This design comes from an exercise in tuning for small area on the open sky130 flow, not from production work. In this exercise RTL edits were held to simulation tests only and were not proved equivalent to the original. Power figures rest on the tool's default switching activity, not on a simulated workload.

==> design.v <==
package regfile_pkg;
   typedef enum logic {
      IDLE  = 1'b0,
      SWEEP = 1'b1
   } clr_state_t;
   localparam int DEF_DATA_WIDTH = 20;
   localparam int DEF_REG_NUMBER = 5;
   localparam int DEF_NUM_READ   = 3;
endpackage
module regfile_read_port
#(
   parameter int DATA_WIDTH = regfile_pkg::DEF_DATA_WIDTH,
   parameter int REG_NUMBER = regfile_pkg::DEF_REG_NUMBER
)
(
   input  logic [REG_NUMBER-1:0]   i_addr,
   input  logic [2**REG_NUMBER-1:0][DATA_WIDTH-1:0] i_regs,
   input  logic [2**REG_NUMBER-1:0] i_busy,
   input  logic                    i_bypass_en,
   input  logic [1:0]              i_wr_en,
   input  logic [2*REG_NUMBER-1:0] i_wr_addr,
   input  logic [2*DATA_WIDTH-1:0] i_wr_data,
   input  logic                    i_rsv_en,
   input  logic [REG_NUMBER-1:0]   i_rsv_addr,
   output logic [DATA_WIDTH-1:0]   o_data,
   output logic                    o_busy
);
   logic w_hit0;
   logic w_hit1;
   logic w_rsv_hit;
   assign w_hit0    = i_bypass_en && i_wr_en[0] && (i_wr_addr[REG_NUMBER-1:0] == i_addr);
   assign w_hit1    = i_bypass_en && i_wr_en[1] && (i_wr_addr[2*REG_NUMBER-1:REG_NUMBER] == i_addr);
   assign w_rsv_hit = i_rsv_en && (i_rsv_addr == i_addr);
   always_comb begin
      o_data = i_regs[i_addr];
      o_busy = i_busy[i_addr];
      if (i_addr == '0) begin
         o_data = '0;
         o_busy = 1'b0;
      end else if (w_hit1) begin
         o_data = i_wr_data[2*DATA_WIDTH-1:DATA_WIDTH];
         o_busy = w_rsv_hit;
      end else if (w_hit0) begin
         o_data = i_wr_data[DATA_WIDTH-1:0];
         o_busy = w_rsv_hit;
      end
   end
endmodule
module register_file_mp
#(
   parameter int DATA_WIDTH = regfile_pkg::DEF_DATA_WIDTH,
   parameter int REG_NUMBER = regfile_pkg::DEF_REG_NUMBER,
   parameter int NUM_READ   = regfile_pkg::DEF_NUM_READ
)
(
   input  logic                           clk,
   input  logic                           rst,
   input  logic [NUM_READ*REG_NUMBER-1:0] rs_addr,
   output logic [NUM_READ*DATA_WIDTH-1:0] rs_data,
   output logic [NUM_READ-1:0]            rs_busy,
   input  logic [1:0]                     wr_en,
   input  logic [2*REG_NUMBER-1:0]        wr_addr,
   input  logic [2*DATA_WIDTH-1:0]        wr_data,
   input  logic                           rsv_en,
   input  logic [REG_NUMBER-1:0]          rsv_addr,
   input  logic                           clr_req,
   output logic                           clr_busy
);
   localparam int DEPTH = 2**REG_NUMBER;
   logic [DEPTH-1:0][DATA_WIDTH-1:0] r_regs;
   logic [DEPTH-1:0]      r_busy;
   regfile_pkg::clr_state_t            r_state;
   logic [REG_NUMBER-1:0] r_index;
   logic                  r_clr_busy;
   logic [REG_NUMBER-1:0] w_wr_addr [2];
   logic [DATA_WIDTH-1:0] w_wr_data [2];
   logic                  w_bypass_en;
   genvar gi;
   generate
      for (gi = 0; gi < 2; gi++) begin : g_wr
         assign w_wr_addr[gi] = wr_addr[gi*REG_NUMBER +: REG_NUMBER];
         assign w_wr_data[gi] = wr_data[gi*DATA_WIDTH +: DATA_WIDTH];
      end
   endgenerate
   assign w_bypass_en = (r_state == regfile_pkg::IDLE);
   always_ff @(posedge clk) begin
      if (rst) begin
         for (int i = 0; i < DEPTH; i++) begin
            r_regs[i] <= '0;
         end
         r_busy     <= '0;
         r_state    <= regfile_pkg::IDLE;
         r_index    <= '0;
         r_clr_busy <= 1'b0;
      end else if (r_state == regfile_pkg::SWEEP) begin
         r_regs[r_index] <= '0;
         r_busy[r_index] <= 1'b0;
         r_index         <= r_index + 1'b1;
         if (r_index == '1) begin
            r_state    <= regfile_pkg::IDLE;
            r_clr_busy <= 1'b0;
         end
      end else begin
         for (int p = 0; p < 2; p++) begin
            if (wr_en[p] && (w_wr_addr[p] != '0)) begin
               r_regs[w_wr_addr[p]] <= w_wr_data[p];
               r_busy[w_wr_addr[p]] <= 1'b0;
            end
         end
         if (rsv_en && (rsv_addr != '0)) begin
            r_busy[rsv_addr] <= 1'b1;
         end
         if (clr_req) begin
            r_state    <= regfile_pkg::SWEEP;
            r_index    <= REG_NUMBER'(1);
            r_clr_busy <= 1'b1;
         end
      end
   end
   assign clr_busy = r_clr_busy;
   generate
      for (gi = 0; gi < NUM_READ; gi++) begin : g_rd
         regfile_read_port #(
            .DATA_WIDTH (DATA_WIDTH),
            .REG_NUMBER (REG_NUMBER)
         ) u_read_port (
            .i_addr      (rs_addr[gi*REG_NUMBER +: REG_NUMBER]),
            .i_regs      (r_regs),
            .i_busy      (r_busy),
            .i_bypass_en (w_bypass_en),
            .i_wr_en     (wr_en),
            .i_wr_addr   (wr_addr),
            .i_wr_data   (wr_data),
            .i_rsv_en    (rsv_en),
            .i_rsv_addr  (rsv_addr),
            .o_data      (rs_data[gi*DATA_WIDTH +: DATA_WIDTH]),
            .o_busy      (rs_busy[gi])
         );
      end
   endgenerate
endmodule
==> run.sh <==
#!/bin/bash
# synth_recipe.tcl (not shown) runs the flow's synth.tcl, then flattens the netlist and writes it again
# the make line also repeats each setting of config.mk as NAME=value (left out here)
make -C /OpenROAD-flow-scripts/flow DESIGN_CONFIG=/design/flow/config.mk WORK_HOME=/design/flow/orfs CLKGATE_MAP_FILE= SYNTH_SCRIPT=/design/flow/synth_recipe.tcl finish
==> config.mk <==
export PLATFORM = sky130hd
export DESIGN_NAME = register_file_mp
export DESIGN_NICKNAME = register_file_mp
export VERILOG_FILES = /design/flow/design.v
export SDC_FILE = /design/flow/constraint.sdc
export NUM_CORES = 8
export LEC_CHECK = 0
export CAP_MARGIN = 20
export CORE_MARGIN = 2
export CORE_UTILIZATION = 20
export PLACE_DENSITY = 0.3
export SLEW_MARGIN = 20
==> constraint.sdc <==
create_clock -name core_clock -period 7.0 [get_ports {clk}]
set_input_delay 1.4000 -clock core_clock [delete_from_list [all_inputs] [get_ports {clk}]]
set_output_delay 1.4000 -clock core_clock [all_outputs]
set_load 0.01 [all_outputs]
==> summary.md <==
| Metric | Value |
|---|---|
| Max IR drop VDD | `0.000220 V` |
| Critical path, cell by cell | `buf_8 > buf_4 > mux4_2 > mux4_2 > mux2i_1 > buf_4 > nor2_1 > a21oi_1 > o21ai_0 > clkdlybuf4s50_1` |
| Yosys cell types | `105` |
| First-pass GRT wire length | `956 mm` |
| Setup_tns | `0 ns` |
| Final core utilization | `0.259` |
| Net Sw Power | `0.0101 W` |
| Max Slew Vio Count | `0` |
| Post_cts resized | `0` |
| P_int | `0.00997 W` |
| GPL Wtd Cong | `1.06` |
| Sequential share of power | `0.223` |
| Synth Area per Inst | `8.50 um^2` |
| Setup violators final | `0` |
| Critical path depth in cells | `10` |
| CTS Buffer Depth | `4` |
| Post-DP Area | `79700 um^2` |
| Combinational Power Share | `0.456` |
| Hold path cells | `2` |
| Async SR Flop Fraction | `0` |
| Layout cells sized above 1 | `0.270` |
| Startpoint Class | `primary input` |
| Net Sw Frac | `0.502` |
| Worst endpoint required time | `5.60 ns` |
| Starting Density | `0.200` |
| Total number of vias | `85616` |
| Yosys warning count | `4` |
| RSZ-0062 raised after global routing | `false` |
| Main synth FF type | `dfxtp_1` |
| Min cycle time layout | `6.67 ns` |
| Setup Skew | `0.0907 ns` |
| P&R area growth vs syn | `29.3%` |
| Critical path capture point type | `output pin` |
| Top Ports | `140` |
| Fmax | `150 MHz` |
| Hold_buf cts | `0` |
| FP Rows | `209` |
| Drt wl/cell | `61.4 um` |
| Critical path's top delay family | `multiplexers` |
| Clock Tree Root | `clkbuf_16` |
| Final global-route overflow total | `0` |
| Vias per std cell | `6.75` |
| Final period util | `0.953` |
| Setup Buffers After CTS | `0` |
| CTS clk-pin slew, worst paths | `0.05 ns` |
| Adder-Cell Fraction of Synth Area | `0.00846` |
| Core Region | `323000 um^2` |
| PD cells | `239 nW/um^2` |
| Compound-gate portion of the synthesized area | `0.315` |
| Top cells by area, synth | `mux4_2 (22%), dfxtp_1 (21%), nand2_1 (5.6%)` |
| R2r setup slk | `0.61 ns` |
| Xor/xnor share of the synthesized area | `0.0117` |
| Crit path kind | `in -> out` |
| Hold Path Class | `reg -> reg` |
| Final Cell Area | `83800 um^2` |
| Clk latency of the worst-skew pair | `0.93 ns` |
| Seq/Total Area, Yosys | `0.210` |
| CP max stage cell | `mux4_2` |
| Crit-path max FO | `44` |
| Post-synthesis mux area share | `0.241` |
| H-Tree Depth | `3` |
| Slew @ Worst Pin | `1.31 ns` |
| #FFs+latches synth | `679` |
| CP Buf/Inv Count | `4` |
| Antenna-violating nets left | `0` |
| CTS tree | `done` |
| Top cell type's share of synthesized area | `0.220` |
| Pre-antenna DRT Iters | `8` |
| Largest net degree at the start of global routing | `168` |
| Initial DRC Count | `14930` |
| Cell area after synthesis | `64800 um^2` |
| I/O Buffers | `139` |
| Final Hold Fails | `0` |
| Largest family of logic cells by synthesized area | `compound AO/OA/AOI/OAI gates` |
| Simple-Gate Fraction of Synth Area | `0.162` |
| Die X | `573 um` |
| Slew HR | `0.126` |
| Die Y-Extent | `573 um` |
| Pleak | `28.0 nW` |
| EDFF count, synth | `0` |
| Clock sinks | `679` |
| WP data arrival | `5.27 ns` |
| Dpl hpwl | `616 mm` |
| Final #Nets | `8298` |
| GRT Overall Usage | `0.455` |
| Max_cap viols | `0` |
| Drt drc | `0` |
| Synth area leader | `mux4_2` |
| R2R cell count | `15` |
| Synth Net Count | `7738` |
| Full die area | `329000 um^2` |
| Crit-path max cell delay | `0.68 ns` |
| DRT Wirelength | `779 mm` |
| Outcome | `complete, no violations` |
| Clock network power share | `0.321` |
| Antenna violations before repair | `173` |
| Num CTS Buffers | `112` |
| Cells after synthesis | `7620` |
| Vias in the first global route | `76185` |
[worst register-to-register path, stage by stage (launching register included)]
cell and delay, ns:
dfxtp_1 0.68, ha_1 0.27, ha_1 0.20, inv_1 0.07
fa_1 0.53, buf_4 0.20, or3b_2 0.54, or3_1 0.40
o21ba_2 0.26, ha_1 0.56, inv_1 0.29, nand2_1 0.67
nor3_1 0.32, a22o_1 0.57, or3b_2 0.57, a22oi_1 0.18
[synthesized netlist by cell type, drive strengths merged, types with 39 or more instances]
cell and instances:
a211oi 209, a21o 48, a21oi 583, a221o 58, a221oi 288, a22o 242
a22oi 253, a31oi 92, a32oi 82, and2 51, and3 59, buf 192
clkbuf 595, dfxtp 679, ha 39, inv 73, mux2i 106, mux4 632
nand2 972, nand3 229, nor2 506, nor3 222, nor4 59, o211ai 62
o21ai 387, o22ai 141, xor2 43
[flip-flops by register name, summed over array words and instances (netlist names)]
register,cells
r_busy,32
r_clr_busy,1
r_index,5
r_regs,640
r_state,1
[per-layer routing]
| layer | share of wire | global-route usage | vias up |
|---|---|---|---|
| li1 | - | - | 31865 |
| met5 | 0.00079 | 0.00813 | - |
| met4 | 0.086 | 0.337 | 32 |
| met1 | 0.41 | 0.588 | 45487 |
| met3 | 0.10 | 0.131 | 1407 |
| met2 | 0.40 | 0.638 | 6825 |
[cell type report]
type | instances | area (um^2)
diodes | 89 | 223
inverters | 74 | 285
well taps | 4325 | 5410
multi-input cells | 6080 | 49100
clock inverters | 38 | 572
flip-flops and latches | 679 | 13600
clock buffers | 167 | 3300
repair buffers | 1233 | 11300
fillers | 35218 | 239000
[path summary, 6_finish.rpt]
kind | end | start
setup / recovery | rs_data[30] | rs_addr[5]
setup reg to reg | r_regs[262] | r_index[2]
hold / removal | r_regs[313] | r_regs[313]
hold reg to reg | r_regs[313] | r_regs[313]
[power groups by stage]
stage	clock, W	sequential [W]	combinational [W]
2_1_floorplan	0	0.00425	0.00294
3_3_place_gp	0	0.00453	0.00860
3_5_place_dp	0	0.00454	0.00858
4_1_cts	0.00647	0.00445	0.00861
5_1_grt	0.00655	0.00447	0.00878
6_report	0.00643	0.00448	0.00914
[cell families (layout without fill, tap and decap cells)]
| family | Yosys count | after routing |
|---|---|---|
| multiplexers | 769 | 769 |
| AND/OR/NAND/NOR | 2321 | 2321 |
| flip-flops | 679 | 679 |
| other | 0 | 89 |
| buffers and inverters | 861 | 1512 |
| AO/OA/AOI/OAI | 2867 | 2867 |
| XOR/XNOR | 81 | 81 |
| adder cells (fa/ha/maj) | 42 | 42 |
[through the flow]
stage	std cells	hold slack, ns	worst slack, ns	total power, W
finish	12685	0.495	0.332	0.0200
global route	12601	0.517	0.389	0.0198
CTS	12595	0.496	0.394	0.0195
detailed placement	12390	0.487	-0.183	0.0131
global placement	12382	0.479	-0.681	0.0131
floorplan	7620	0.435	1.19	0.00719
[placed cells by master, fill, tap and decap left out, types with 35 or more instances in the layout]
master | Yosys | routed
a211oi_1 | 201 | 186
a21o_1 | 48 | 47
a21oi_1 | 581 | 557
a221o_1 | 58 | 58
a221oi_1 | 288 | 287
a22o_1 | 242 | 240
a22oi_1 | 252 | 252
a31oi_1 | 92 | 91
a32oi_1 | 82 | 82
and2_1 | 46 | 46
and3_1 | 59 | 56
buf_12 | 0 | 132
buf_4 | 8 | 963
clkbuf_16 | 0 | 113
clkdlybuf4s50_1 | 0 | 121
dfxtp_1 | 679 | 678
diode_2 | 0 | 89
ha_1 | 39 | 37
inv_1 | 73 | 71
mux2i_1 | 105 | 95
mux4_2 | 632 | 632
nand2_1 | 972 | 968
nand3_1 | 229 | 229
nand4_1 | 38 | 38
nor2_1 | 504 | 447
nor2_2 | 1 | 42
nor2b_1 | 35 | 35
nor3_1 | 214 | 182
nor4_1 | 54 | 51
o211ai_1 | 62 | 62
o21ai_0 | 370 | 360
o221ai_1 | 36 | 36
o22ai_1 | 138 | 135
or3_1 | 38 | 38
xor2_1 | 41 | 39

## re-timing with driven ports
Ports are ideal in the flow. The routed layout listed here was re-timed in OpenROAD.
Step 1 (the two cells are an assumption about what drives the block):
set clk [get_ports {clk}]
set_driving_cell -lib_cell sky130_fd_sc_hd__clkbuf_16 $clk
set_driving_cell -lib_cell sky130_fd_sc_hd__buf_2 [delete_from_list [all_inputs] $clk]
Step 2 adds t to the input delays and takes it off the output delays; t is the mean of the earliest and latest rising clock arrival at the registers after step 1. Input paths then give back, and output paths get back, about the clock's delay inside the block.
Three values: ideal ports, drivers, drivers and shift; two values: the first two.
t (ns): 1.010
slack for setup (ns): 0.332 / 0.282 / -0.362
worst setup path at the end: input to register
clock arrival spread, ns: 0.111 / 0.110
worst slew at a driven data input, ns: 0.08
With both steps, setup timing fails in this run, where it was met with ideal ports. The setup slack of this run moves by -0.050 ns with the drivers and by -0.694 ns with both steps.
